Source: an optimization exercise on an open RTL-to-GDS flow (aim: small area, a short achievable clock period and few clock cycles per item). Production flows keep margins and buffers that such runs may drop.
No activity file was given, so power comes from the tool's default toggle rates.

==> flow/design.v <==
package deq_pkg;
	localparam logic [2:0] CMD_PUSH_BACK  = 3'd0;
	localparam logic [2:0] CMD_PUSH_FRONT = 3'd1;
	localparam logic [2:0] CMD_POP_FRONT  = 3'd2;
	localparam logic [2:0] CMD_POP_BACK   = 3'd3;
	localparam logic [2:0] CMD_DUMP       = 3'd4;
	localparam logic [1:0] STAT_OK    = 2'd0;
	localparam logic [1:0] STAT_FULL  = 2'd1;
	localparam logic [1:0] STAT_EMPTY = 2'd2;
	localparam int VALUE_W = 32;
	typedef logic [4:0] fill_t;
	typedef struct packed {
		logic [2:0]                cmd;
		logic signed [VALUE_W-1:0] item_value;
	} in_item_t;
	typedef struct packed {
		logic signed [VALUE_W-1:0] out_value;
		logic [1:0]                status;
		logic                      last_of_run;
		fill_t                     fill_count;
	} out_item_t;
endpackage
module deq_ram #(
	parameter int WIDTH = 32,
	parameter int DEPTH = 16
) (
	input  logic             clk,
	input  logic [DEPTH-1:0] we,
	input  logic [WIDTH-1:0] wdata,
	input  logic [DEPTH-1:0] rsel,
	output logic [WIDTH-1:0] rdata
);
	logic [WIDTH-1:0] mem_q [DEPTH];
	always_ff @(posedge clk) begin
		for (int i = 0; i < DEPTH; i++) begin
			if (we[i]) begin
				mem_q[i] <= wdata;
			end
		end
	end
	always_comb begin
		rdata = '0;
		for (int i = 0; i < DEPTH; i++) begin
			rdata = rdata | (mem_q[i] & {WIDTH{rsel[i]}});
		end
	end
endmodule
module deq_ctrl #(
	parameter int DEPTH = 16
) (
	input  logic                        clk,
	input  logic                        arst_n,
	input  logic                        cmd_valid,
	output logic                        cmd_stall,
	input  deq_pkg::in_item_t           cmd_item,
	output logic                        res_valid,
	input  logic                        res_stall,
	output deq_pkg::out_item_t          res_item,
	output logic [DEPTH-1:0]            ram_we,
	output logic [DEPTH-1:0]            ram_rsel,
	input  logic [deq_pkg::VALUE_W-1:0] ram_rdata
);
	logic [3:0]       front_q, back_q;
	logic [4:0]       cnt_q;
	logic             s1_v;
	logic [DEPTH-1:0] s1_rsel;
	logic [1:0]       s1_status;
	logic             s1_last;
	logic [3:0]       s1_left;
	logic                        o_v;
	logic [deq_pkg::VALUE_W-1:0] o_val;
	logic [1:0]                  o_status;
	logic                        o_last;
	logic [4:0]                  o_fill;
	logic             full, empty;
	logic             o_free, s1_adv, accept;
	logic [3:0]       front_m1, back_m1;
	logic [DEPTH-1:0] oh_front, oh_front_m1, oh_back, oh_back_m1;
	assign full  = cnt_q[4];
	assign empty = (cnt_q == 5'd0);
	assign front_m1 = front_q - 4'd1;
	assign back_m1  = back_q - 4'd1;
	always_comb begin
		for (int i = 0; i < DEPTH; i++) begin
			oh_front[i]    = (front_q == i[3:0]);
			oh_front_m1[i] = (front_m1 == i[3:0]);
			oh_back[i]     = (back_q == i[3:0]);
			oh_back_m1[i]  = (back_m1 == i[3:0]);
		end
	end
	assign o_free    = !o_v || !res_stall;
	assign s1_adv    = s1_v && o_free;
	assign cmd_stall = s1_v && (!o_free || !s1_last);
	assign accept    = cmd_valid && !cmd_stall;
	always_comb begin
		ram_we = '0;
		if (accept && !full && cmd_item.cmd == deq_pkg::CMD_PUSH_BACK)  ram_we = oh_back;
		if (accept && !full && cmd_item.cmd == deq_pkg::CMD_PUSH_FRONT) ram_we = oh_front_m1;
	end
	assign ram_rsel = s1_rsel;
	assign res_valid            = o_v;
	assign res_item.out_value   = o_val;
	assign res_item.status      = o_status;
	assign res_item.last_of_run = o_last;
	assign res_item.fill_count  = o_fill;
	always_ff @(posedge clk or negedge arst_n) begin
		if (!arst_n) begin
			front_q <= '0;
			back_q  <= '0;
			cnt_q   <= '0;
			s1_v    <= 1'b0;
			o_v     <= 1'b0;
		end else begin
			if (o_free) begin
				o_v <= s1_v;
			end
			if (accept) begin
				s1_v <= 1'b1;
				case (cmd_item.cmd)
					deq_pkg::CMD_PUSH_BACK: begin
						if (!full) begin
							back_q <= back_q + 4'd1;
							cnt_q  <= cnt_q + 5'd1;
						end
					end
					deq_pkg::CMD_PUSH_FRONT: begin
						if (!full) begin
							front_q <= front_m1;
							cnt_q   <= cnt_q + 5'd1;
						end
					end
					deq_pkg::CMD_POP_FRONT: begin
						if (!empty) begin
							front_q <= front_q + 4'd1;
							cnt_q   <= cnt_q - 5'd1;
						end
					end
					deq_pkg::CMD_POP_BACK: begin
						if (!empty) begin
							back_q <= back_m1;
							cnt_q  <= cnt_q - 5'd1;
						end
					end
					deq_pkg::CMD_DUMP: ;
					default: s1_v <= 1'b0;
				endcase
			end else if (s1_adv && s1_last) begin
				s1_v <= 1'b0;
			end
		end
	end
	always_ff @(posedge clk) begin
		if (accept) begin
			s1_rsel   <= '0;
			s1_last   <= 1'b1;
			s1_status <= deq_pkg::STAT_OK;
			s1_left   <= cnt_q[3:0] - 4'd1;
			case (cmd_item.cmd)
				deq_pkg::CMD_PUSH_BACK, deq_pkg::CMD_PUSH_FRONT: begin
					if (full) s1_status <= deq_pkg::STAT_FULL;
				end
				deq_pkg::CMD_POP_FRONT: begin
					if (empty) s1_status <= deq_pkg::STAT_EMPTY;
					else s1_rsel <= oh_front;
				end
				deq_pkg::CMD_POP_BACK: begin
					if (empty) s1_status <= deq_pkg::STAT_EMPTY;
					else s1_rsel <= oh_back_m1;
				end
				deq_pkg::CMD_DUMP: begin
					if (empty) begin
						s1_status <= deq_pkg::STAT_EMPTY;
					end else begin
						s1_rsel <= oh_front;
						s1_last <= (cnt_q == 5'd1);
					end
				end
				default: ;
			endcase
		end else if (s1_adv) begin
			s1_rsel <= {s1_rsel[DEPTH-2:0], s1_rsel[DEPTH-1]};
			s1_left <= s1_left - 4'd1;
			s1_last <= (s1_left == 4'd1);
		end
	end
	always_ff @(posedge clk) begin
		if (o_free) begin
			o_val    <= ram_rdata;
			o_status <= s1_status;
			o_last   <= s1_last;
			o_fill   <= cnt_q;
		end
	end
endmodule
module double_ended_queue_core #(
	parameter int DEPTH = 16
) (
	input  logic               clk,
	input  logic               arst_n,
	input  logic               cmd_valid,
	output logic               cmd_stall,
	input  deq_pkg::in_item_t  cmd_item,
	output logic               res_valid,
	input  logic               res_stall,
	output deq_pkg::out_item_t res_item
);
	logic [DEPTH-1:0]            ram_we;
	logic [DEPTH-1:0]            ram_rsel;
	logic [deq_pkg::VALUE_W-1:0] ram_rdata;
	deq_ctrl #(
		.DEPTH (DEPTH)
	) u_ctrl (
		.clk       (clk),
		.arst_n    (arst_n),
		.cmd_valid (cmd_valid),
		.cmd_stall (cmd_stall),
		.cmd_item  (cmd_item),
		.res_valid (res_valid),
		.res_stall (res_stall),
		.res_item  (res_item),
		.ram_we    (ram_we),
		.ram_rsel  (ram_rsel),
		.ram_rdata (ram_rdata)
	);
	deq_ram #(
		.WIDTH (deq_pkg::VALUE_W),
		.DEPTH (DEPTH)
	) u_ram (
		.clk   (clk),
		.we    (ram_we),
		.wdata (cmd_item.item_value),
		.rsel  (ram_rsel),
		.rdata (ram_rdata)
	);
endmodule
module deq_top (
	input  logic        clk,
	input  logic        arst_n,
	input  logic        cmd_valid,
	output logic        cmd_stall,
	input  logic [34:0] cmd_item,
	output logic        res_valid,
	input  logic        res_stall,
	output logic [39:0] res_item
);
	deq_pkg::in_item_t  cmd_s;
	deq_pkg::out_item_t res_s;
	assign cmd_s    = cmd_item;
	assign res_item = res_s;
	double_ended_queue_core #(
		.DEPTH (16)
	) u_core (
		.clk       (clk),
		.arst_n    (arst_n),
		.cmd_valid (cmd_valid),
		.cmd_stall (cmd_stall),
		.cmd_item  (cmd_s),
		.res_valid (res_valid),
		.res_stall (res_stall),
		.res_item  (res_s)
	);
endmodule
clock: 4.0 ns
lec_check: 0
cap_margin: 20
core_margin: 2
core_utilization: 40
setup_slack_margin: 2.0
slew_margin: 20
run.sh (not shown) runs the stock make flow with config.mk's settings and CLKGATE_MAP_FILE= SYNTH_SCRIPT=/design/flow/synth_recipe.tcl, a recipe that flattens the netlist after the stock synthesis.
Next try:
--- a/flow/design.v
+++ b/flow/design.v
@@ -56,13 +56,17 @@
 	output logic                        res_valid,
 	input  logic                        res_stall,
 	output deq_pkg::out_item_t          res_item,
 	output logic [DEPTH-1:0]            ram_we,
+	output logic [deq_pkg::VALUE_W-1:0] ram_wdata,
 	output logic [DEPTH-1:0]            ram_rsel,
 	input  logic [deq_pkg::VALUE_W-1:0] ram_rdata
 );
 	logic [3:0]       front_q, back_q;
 	logic [4:0]       cnt_q;
+	logic             w_v;
+	logic [3:0]       w_idx;
+	logic [deq_pkg::VALUE_W-1:0] w_data;
 	logic             s1_v;
 	logic [DEPTH-1:0] s1_rsel;
 	logic [1:0]       s1_status;
 	logic             s1_last;
@@ -92,12 +96,13 @@
 	assign s1_adv    = s1_v && o_free;
 	assign cmd_stall = s1_v && (!o_free || !s1_last);
 	assign accept    = cmd_valid && !cmd_stall;
 	always_comb begin
-		ram_we = '0;
-		if (accept && !full && cmd_item.cmd == deq_pkg::CMD_PUSH_BACK)  ram_we = oh_back;
-		if (accept && !full && cmd_item.cmd == deq_pkg::CMD_PUSH_FRONT) ram_we = oh_front_m1;
-	end
+		for (int i = 0; i < DEPTH; i++) begin
+			ram_we[i] = w_v && (w_idx == i[3:0]);
+		end
+	end
+	assign ram_wdata = w_data;
 	assign ram_rsel = s1_rsel;
 	assign res_valid            = o_v;
 	assign res_item.out_value   = o_val;
 	assign res_item.status      = o_status;
@@ -109,9 +114,12 @@
 			back_q  <= '0;
 			cnt_q   <= '0;
 			s1_v    <= 1'b0;
 			o_v     <= 1'b0;
+			w_v     <= 1'b0;
 		end else begin
+			w_v <= accept && !full &&
+			       (cmd_item.cmd == deq_pkg::CMD_PUSH_BACK || cmd_item.cmd == deq_pkg::CMD_PUSH_FRONT);
 			if (o_free) begin
 				o_v <= s1_v;
 			end
 			if (accept) begin
@@ -147,8 +155,12 @@
 			end else if (s1_adv && s1_last) begin
 				s1_v <= 1'b0;
 			end
 		end
+	end
+	always_ff @(posedge clk) begin
+		w_data <= cmd_item.item_value;
+		w_idx  <= (cmd_item.cmd == deq_pkg::CMD_PUSH_BACK) ? back_q : front_m1;
 	end
 	always_ff @(posedge clk) begin
 		if (accept) begin
 			s1_rsel   <= '0;
@@ -204,8 +216,9 @@
 	input  logic               res_stall,
 	output deq_pkg::out_item_t res_item
 );
 	logic [DEPTH-1:0]            ram_we;
+	logic [deq_pkg::VALUE_W-1:0] ram_wdata;
 	logic [DEPTH-1:0]            ram_rsel;
 	logic [deq_pkg::VALUE_W-1:0] ram_rdata;
 	deq_ctrl #(
 		.DEPTH (DEPTH)
@@ -218,8 +231,9 @@
 		.res_valid (res_valid),
 		.res_stall (res_stall),
 		.res_item  (res_item),
 		.ram_we    (ram_we),
+		.ram_wdata (ram_wdata),
 		.ram_rsel  (ram_rsel),
 		.ram_rdata (ram_rdata)
 	);
 	deq_ram #(
@@ -227,9 +241,9 @@
 		.DEPTH (DEPTH)
 	) u_ram (
 		.clk   (clk),
 		.we    (ram_we),
-		.wdata (cmd_item.item_value),
+		.wdata (ram_wdata),
 		.rsel  (ram_rsel),
 		.rdata (ram_rdata)
 	);
 endmodule
Total power barely changes.
Die area went up slightly.
Worst hold slack improved by 0.058 ns.
Clock skew barely changes.
Worst setup slack is better by 0.14 ns.
Register-to-register slack is better by 0.27 ns.
Global-route usage went down by 2.0 points.
Sequential share of layout area goes up by 6.9 points.
Design area went down by a few percent.
Area after synthesis goes up slightly.
Via count went down by a little under a tenth.
No functional check of the RTL was part of any run of this note.

[separate check: timing with driven ports]
How much do the figures lean on ideal ports? The routed layouts below were timed once more, with nothing changed but the port constraints. Step 1 (the two cells are an assumption about what drives the block):
set clk [get_ports {clk}]
set_driving_cell -lib_cell sky130_fd_sc_hd__clkbuf_16 $clk
set_driving_cell -lib_cell sky130_fd_sc_hd__buf_2 [delete_from_list [all_inputs] $clk]
Step 2 moves the port delays by t, midway between the first and last clock arrival at a register: inputs arrive t later, outputs are due t later. That takes back most of the time a late clock gives input paths. a / b / c = no drivers / after step 1 / after step 2; a / b = the first two.
| run | shift t [ns] | setup WS [ns] | worst hold slack (ns) | worst setup path at the end | clock arrival spread, ns |
|---|---|---|---|---|---|
| the first run | 0.669 | 1.713 / 1.724 / 1.078 | 0.421 / 0.421 / 0.421 | input to register | 0.028 / 0.028 |
| the second run | 0.653 | 1.849 / 1.786 / 1.505 | 0.480 / 0.480 / 0.480 | input to register | 0.029 / 0.029 |
After both steps every run listed still meets setup and hold. For the first run, which loses most, drivers alone change the setup slack by +0.011 ns; drivers and shift together by -0.635 ns.
